Background: an optimization exercise with open tools, aiming at small area, a short achievable clock period and few clock cycles per item. Do not read the settings as production practice.
The RTL was checked by simulation tests, not by an equivalence proof against the original design.

run a:
==> module scalar_kalman_filter_unit, before the edit <==
module scalar_kalman_filter_unit #(
  parameter int SAMPLE_BITS = 16
) (
  input  logic                   clk,
  input  logic                   rst_n,
  input  logic                   in_valid,
  output logic                   in_stall,
  input  logic [SAMPLE_BITS-1:0] in_sample,
  output logic                   out_valid,
  input  logic                   out_stall,
  output logic [VAL_W-1:0]       out_estimate,
  output logic [GAIN_W-1:0]      out_gain,
  input  logic                   cfg_we,
  input  logic [0:0]             cfg_index,
  input  logic [VAL_W-1:0]       cfg_wdata
);
  logic        st_idle_r, st_d1_r, st_dm_r, st_e_r, st_acc_r;
  logic [2:0]  cnt_r;
  logic        out_valid_r;
  logic [31:0] q_r, r_r;
  logic [16:0] quo_r;
  logic [1:0]  dig_r;    
  logic        q16_r;
  logic [15:0] z_r;
  logic [48:0] v_r;      
  logic [48:0] t_r;
  logic [32:0] rem_r;
  logic [32:0] den_r;
  logic [32:0] i_r;
  logic [31:0] p_r;      
  logic        step, rz;
  logic [31:0] ppred;
  assign rz       = (r_r == '0);
  assign in_stall = !st_idle_r;
  assign step     = st_dm_r || (st_d1_r && !(out_valid_r && out_stall));
  assign ppred    = v_r[48] ? 32'hFFFF_FFFF : v_r[47:16];
  logic [35:0] r4, s1, s2, s3;
  logic [35:0] d1n, d2n, c3s, c3c;
  logic [1:0]  dig;
  logic [32:0] rem_n;
  assign r4  = {1'b0, rem_r, 2'b00};
  assign d1n = ~{3'b000, den_r};
  assign d2n = ~{2'b00, den_r, 1'b0};
  assign c3s = r4 ^ d1n ^ d2n;
  assign c3c = (r4 & d1n) | (r4 & d2n) | (d1n & d2n);
  skf_add #(.N(36)) u_s1 (.a(r4), .b(d1n), .ci(1'b1), .s(s1));
  skf_add #(.N(36)) u_s2 (.a(r4), .b(d2n), .ci(1'b1), .s(s2));
  skf_add #(.N(36)) u_s3 (.a(c3s), .b({c3c[34:0], 1'b1}), .ci(1'b1), .s(s3));
  always_comb begin
    if (rz)            dig = 2'd0;    
    else if (!s3[35])  dig = 2'd3;
    else if (!s2[35])  dig = 2'd2;
    else if (!s1[35])  dig = 2'd1;
    else               dig = 2'd0;
    unique case (dig)
      2'd3:    rem_n = s3[32:0];
      2'd2:    rem_n = s2[32:0];
      2'd1:    rem_n = s1[32:0];
      default: rem_n = r4[32:0];
    endcase
  end
  logic        ineg;
  logic [48:0] isx, ta, tb, tc, ts, tcy, t_n, t_init;
  assign ineg = i_r[32];
  assign isx  = {{16{i_r[32]}}, i_r};
  assign ta   = st_d1_r ? {16'd0, ~t_r[48:16]} : {t_r[46:0], ineg, ineg};
  assign tb   = (dig_r[1] ? {isx[47:0], 1'b0} : '0)
              | (st_d1_r ? {16'd0, z_r[15], z_r, 16'd0} : '0);
  assign tc   = dig_r[0] ? isx : '0;
  assign ts   = ta ^ tb ^ tc;
  assign tcy  = (ta & tb) | (ta & tc) | (tb & tc);
  assign t_n  = ts + {tcy[47:0], st_d1_r};
  assign t_init = q16_r ? {{17{z_r[15]}}, z_r, 16'd0} : {{16{t_r[48]}}, t_r[48:16]};
  logic [48:0] va, vb, vc, vs, vcy, v_n;
  assign va = ({49{st_idle_r}} & {17'd0, r_r})
            | ({49{st_d1_r}}   & {17'd0, q_r})
            | ({49{st_acc_r}}  & {v_r[46:0], 2'b10});
  assign vb = ({49{st_idle_r}} & {17'd0, ppred})
            | ({49{st_d1_r}}   & {16'd0, rem_r})
            | ({49{st_acc_r}}  & ~(dig_r[1] ? {16'd0, p_r, 1'b0} : 49'd0));
  assign vc = {49{st_acc_r}} & ~(dig_r[0] ? {17'd0, p_r} : 49'd0);
  assign vs  = va ^ vb ^ vc;
  assign vcy = (va & vb) | (va & vc) | (vb & vc);
  assign v_n = vs + {vcy[47:0], 1'b0};
  always_ff @(posedge clk) begin
    if (!rst_n) begin
      st_idle_r   <= 1'b1;
      st_d1_r     <= 1'b0;
      st_dm_r     <= 1'b0;
      st_e_r      <= 1'b0;
      st_acc_r    <= 1'b0;
      cnt_r       <= '0;
      out_valid_r <= 1'b0;
      q_r         <= Q_RESET;
      r_r         <= R_RESET;
      t_r         <= '0;
      v_r         <= {1'b0, Q_RESET, 16'd0};
      dig_r       <= '0;
    end else begin
      dig_r <= step ? dig : 2'd0;
      if (out_valid_r && !out_stall) out_valid_r <= 1'b0;
      if (st_idle_r && in_valid) begin
        st_idle_r <= 1'b0;
        st_d1_r   <= 1'b1;
      end
      if (st_d1_r && step) begin
        st_d1_r  <= 1'b0;
        st_dm_r  <= 1'b1;
        st_acc_r <= 1'b1;
        cnt_r    <= '0;
      end
      if (st_dm_r) begin
        cnt_r <= cnt_r + 3'd1;
        if (cnt_r == 3'd6) begin
          st_dm_r <= 1'b0;
          st_e_r  <= 1'b1;
        end
      end
      if (st_e_r) begin
        st_e_r      <= 1'b0;
        st_acc_r    <= 1'b0;
        st_idle_r   <= 1'b1;
        out_valid_r <= 1'b1;
      end
      if (st_d1_r && step) begin
        t_r <= t_init;
        v_r <= v_n;
      end else if (st_acc_r) begin
        t_r <= t_n;
        v_r <= v_n;
      end
      if (cfg_we) begin
        if (cfg_index == 1'b0) begin
          q_r <= cfg_wdata;
          v_r <= {1'b0, cfg_wdata, 16'd0};
        end else begin
          r_r <= cfg_wdata;
          v_r <= {1'b0, q_r, 16'd0};
        end
        t_r <= '0;
      end
    end
  end
  always_ff @(posedge clk) begin
    if (st_idle_r) begin
      den_r <= v_n[32:0];
      p_r   <= ppred;
      rem_r <= rz ? '0 : {1'b0, ppred};
      q16_r <= rz && (ppred != '0);
      z_r   <= in_sample;
    end else if (step) begin
      rem_r <= rem_n;
    end
    if (st_d1_r && step) i_r <= t_n[32:0];
    if (step) begin
      quo_r[15:0] <= {quo_r[13:0], dig};
      if (st_d1_r) quo_r[16] <= q16_r;
    end
  end
  assign out_valid    = out_valid_r;
  assign out_estimate = t_r[47:16];
  assign out_gain     = quo_r;
endmodule
make LEC_CHECK=0 CAP_MARGIN=20 CORE_MARGIN=2 CORE_UTILIZATION=40 SLEW_MARGIN=20 finish   # period 8.0 ns
run.sh (not shown) runs the stock make flow with config.mk's settings and CLKGATE_MAP_FILE= SYNTH_SCRIPT=/design/flow/synth_recipe.tcl, a recipe that flattens the netlist after the stock synthesis.
Testbench counts of run a, summed over its fixed seeds: cycles 20,488, items 2,048.
[inputs] run b vs run a
diff --git a/flow/design.v b/flow/design.v
--- a/flow/design.v
+++ b/flow/design.v
@@ -75,11 +75,10 @@
   logic [48:0] v_r;      
   logic [48:0] t_r;
   logic [32:0] rem_r;
   logic [32:0] den_r;
   logic [32:0] i_r;
-  logic [31:0] p_r;      
   logic        step, rz;
   logic [31:0] ppred;
   assign rz       = (r_r == '0);
   assign in_stall = !st_idle_r;
   assign step     = st_dm_r || (st_d1_r && !(out_valid_r && out_stall));
@@ -111,29 +110,31 @@
   end
   logic        ineg;
   logic [48:0] isx, ta, tb, tc, ts, tcy, t_n, t_init;
   assign ineg = i_r[32];
   assign isx  = {{16{i_r[32]}}, i_r};
-  assign ta   = st_d1_r ? {16'd0, ~t_r[48:16]} : {t_r[46:0], ineg, ineg};
-  assign tb   = (dig_r[1] ? {isx[47:0], 1'b0} : '0)
-              | (st_d1_r ? {16'd0, z_r[15], z_r, 16'd0} : '0);
+  assign ta   = {t_r[46:0], ineg, ineg};
+  assign tb   = dig_r[1] ? {isx[47:0], 1'b0} : '0;
   assign tc   = dig_r[0] ? isx : '0;
   assign ts   = ta ^ tb ^ tc;
   assign tcy  = (ta & tb) | (ta & tc) | (tb & tc);
-  assign t_n  = ts + {tcy[47:0], st_d1_r};
+  assign t_n  = ts + {tcy[47:0], 1'b0};
   assign t_init = q16_r ? {{17{z_r[15]}}, z_r, 16'd0} : {{16{t_r[48]}}, t_r[48:16]};
-  logic [48:0] va, vb, vc, vs, vcy, v_n;
-  assign va = ({49{st_idle_r}} & {17'd0, r_r})
-            | ({49{st_d1_r}}   & {17'd0, q_r})
-            | ({49{st_acc_r}}  & {v_r[46:0], 2'b10});
-  assign vb = ({49{st_idle_r}} & {17'd0, ppred})
-            | ({49{st_d1_r}}   & {16'd0, rem_r})
-            | ({49{st_acc_r}}  & ~(dig_r[1] ? {16'd0, p_r, 1'b0} : 49'd0));
-  assign vc = {49{st_acc_r}} & ~(dig_r[0] ? {17'd0, p_r} : 49'd0);
-  assign vs  = va ^ vb ^ vc;
-  assign vcy = (va & vb) | (va & vc) | (vb & vc);
-  assign v_n = vs + {vcy[47:0], 1'b0};
+  logic [48:0] wa, wb, wc, wd, w1s, w1c, w2s, w2c, w_n;
+  assign wa = ({49{st_idle_r}} & {17'd0, r_r})
+            | ({49{st_d1_r}}   & {16'd0, ~t_r[48:16]})
+            | ({49{st_acc_r}}  & {v_r[46:0], 2'b00});
+  assign wd = ({49{st_e_r}}    & {16'd0, rem_r})
+            | ({49{st_idle_r}} & {17'd0, ppred})
+            | ({49{st_d1_r}}   & {16'd0, z_r[15], z_r, 16'd0});
+  assign wb  = dig_r[1] ? {16'd0, r_r, 1'b0} : '0;
+  assign wc  = dig_r[0] ? {17'd0, r_r} : '0;
+  assign w1s = wa ^ wb ^ wc;
+  assign w1c = {((wa & wb) | (wa & wc) | (wb & wc)), 1'b0};
+  assign w2s = w1s ^ w1c ^ wd;
+  assign w2c = (w1s & w1c) | (w1s & wd) | (w1c & wd);
+  assign w_n = w2s + {w2c[47:0], st_d1_r};
   always_ff @(posedge clk) begin
     if (!rst_n) begin
       st_idle_r   <= 1'b1;
       st_d1_r     <= 1'b0;
       st_dm_r     <= 1'b0;
@@ -172,14 +173,14 @@
         st_idle_r   <= 1'b1;
         out_valid_r <= 1'b1;
       end
       if (st_d1_r && step) begin
         t_r <= t_init;
-        v_r <= v_n;
+        v_r <= {17'd0, q_r};
       end else if (st_acc_r) begin
         t_r <= t_n;
-        v_r <= v_n;
+        v_r <= w_n;
       end
       if (cfg_we) begin
         if (cfg_index == 1'b0) begin
           q_r <= cfg_wdata;
           v_r <= {1'b0, cfg_wdata, 16'd0};
@@ -191,19 +192,18 @@
       end
     end
   end
   always_ff @(posedge clk) begin
     if (st_idle_r) begin
-      den_r <= v_n[32:0];
-      p_r   <= ppred;
+      den_r <= w_n[32:0];
       rem_r <= rz ? '0 : {1'b0, ppred};
       q16_r <= rz && (ppred != '0);
       z_r   <= in_sample;
     end else if (step) begin
       rem_r <= rem_n;
     end
-    if (st_d1_r && step) i_r <= t_n[32:0];
+    if (st_d1_r && step) i_r <= w_n[32:0];
     if (step) begin
       quo_r[15:0] <= {quo_r[13:0], dig};
       if (st_d1_r) quo_r[16] <= q16_r;
     end
   end
Results
Cell count after synthesis was higher in run a than in run b.
Filler cell count in the final layout of run b falls short of that of run a by a few percent.
Portion of the layout cell area used by clock cells, run b and run a: lower on run b
Delta (run b minus run a): minimum setup slack in the final design fell 220 ps; met1 capacity usage during global routing rose 4.3 points.
Testbench counts of run b, summed over its fixed seeds: cycles 20,488, items 2,048.

what the ideal ports hide:
No port has a modelled driver above. Below, the same layouts with a new extraction and two added sets of constraints. Step 1 (the two cells are an assumption about what drives the block):
set clk [get_ports {clk}]
set_driving_cell -lib_cell sky130_fd_sc_hd__clkbuf_16 $clk
set_driving_cell -lib_cell sky130_fd_sc_hd__buf_2 [delete_from_list [all_inputs] $clk]
Step 2 moves the port delays by t, midway between the first and last clock arrival at a register: inputs arrive t later, outputs are due t later. That takes back most of the time a late clock gives input paths. a / b / c = ideal / step 1 / step 2; a / b = the first two.
run | t (ns) | setup slack, ns | latest minus earliest clock arrival (ns) | worst data-port slew with drivers (ns)
run a | 0.619 | 2.373 / 2.373 / 2.331 | 0.029 / 0.029 | 0.09
run b | 0.621 | 2.157 / 2.157 / 2.157 | 0.039 / 0.039 | 0.06
After both steps setup and hold are still met in every run listed. The setup slack of run a, which loses most, moves by 0.000 ns with the drivers and by -0.042 ns with both steps.
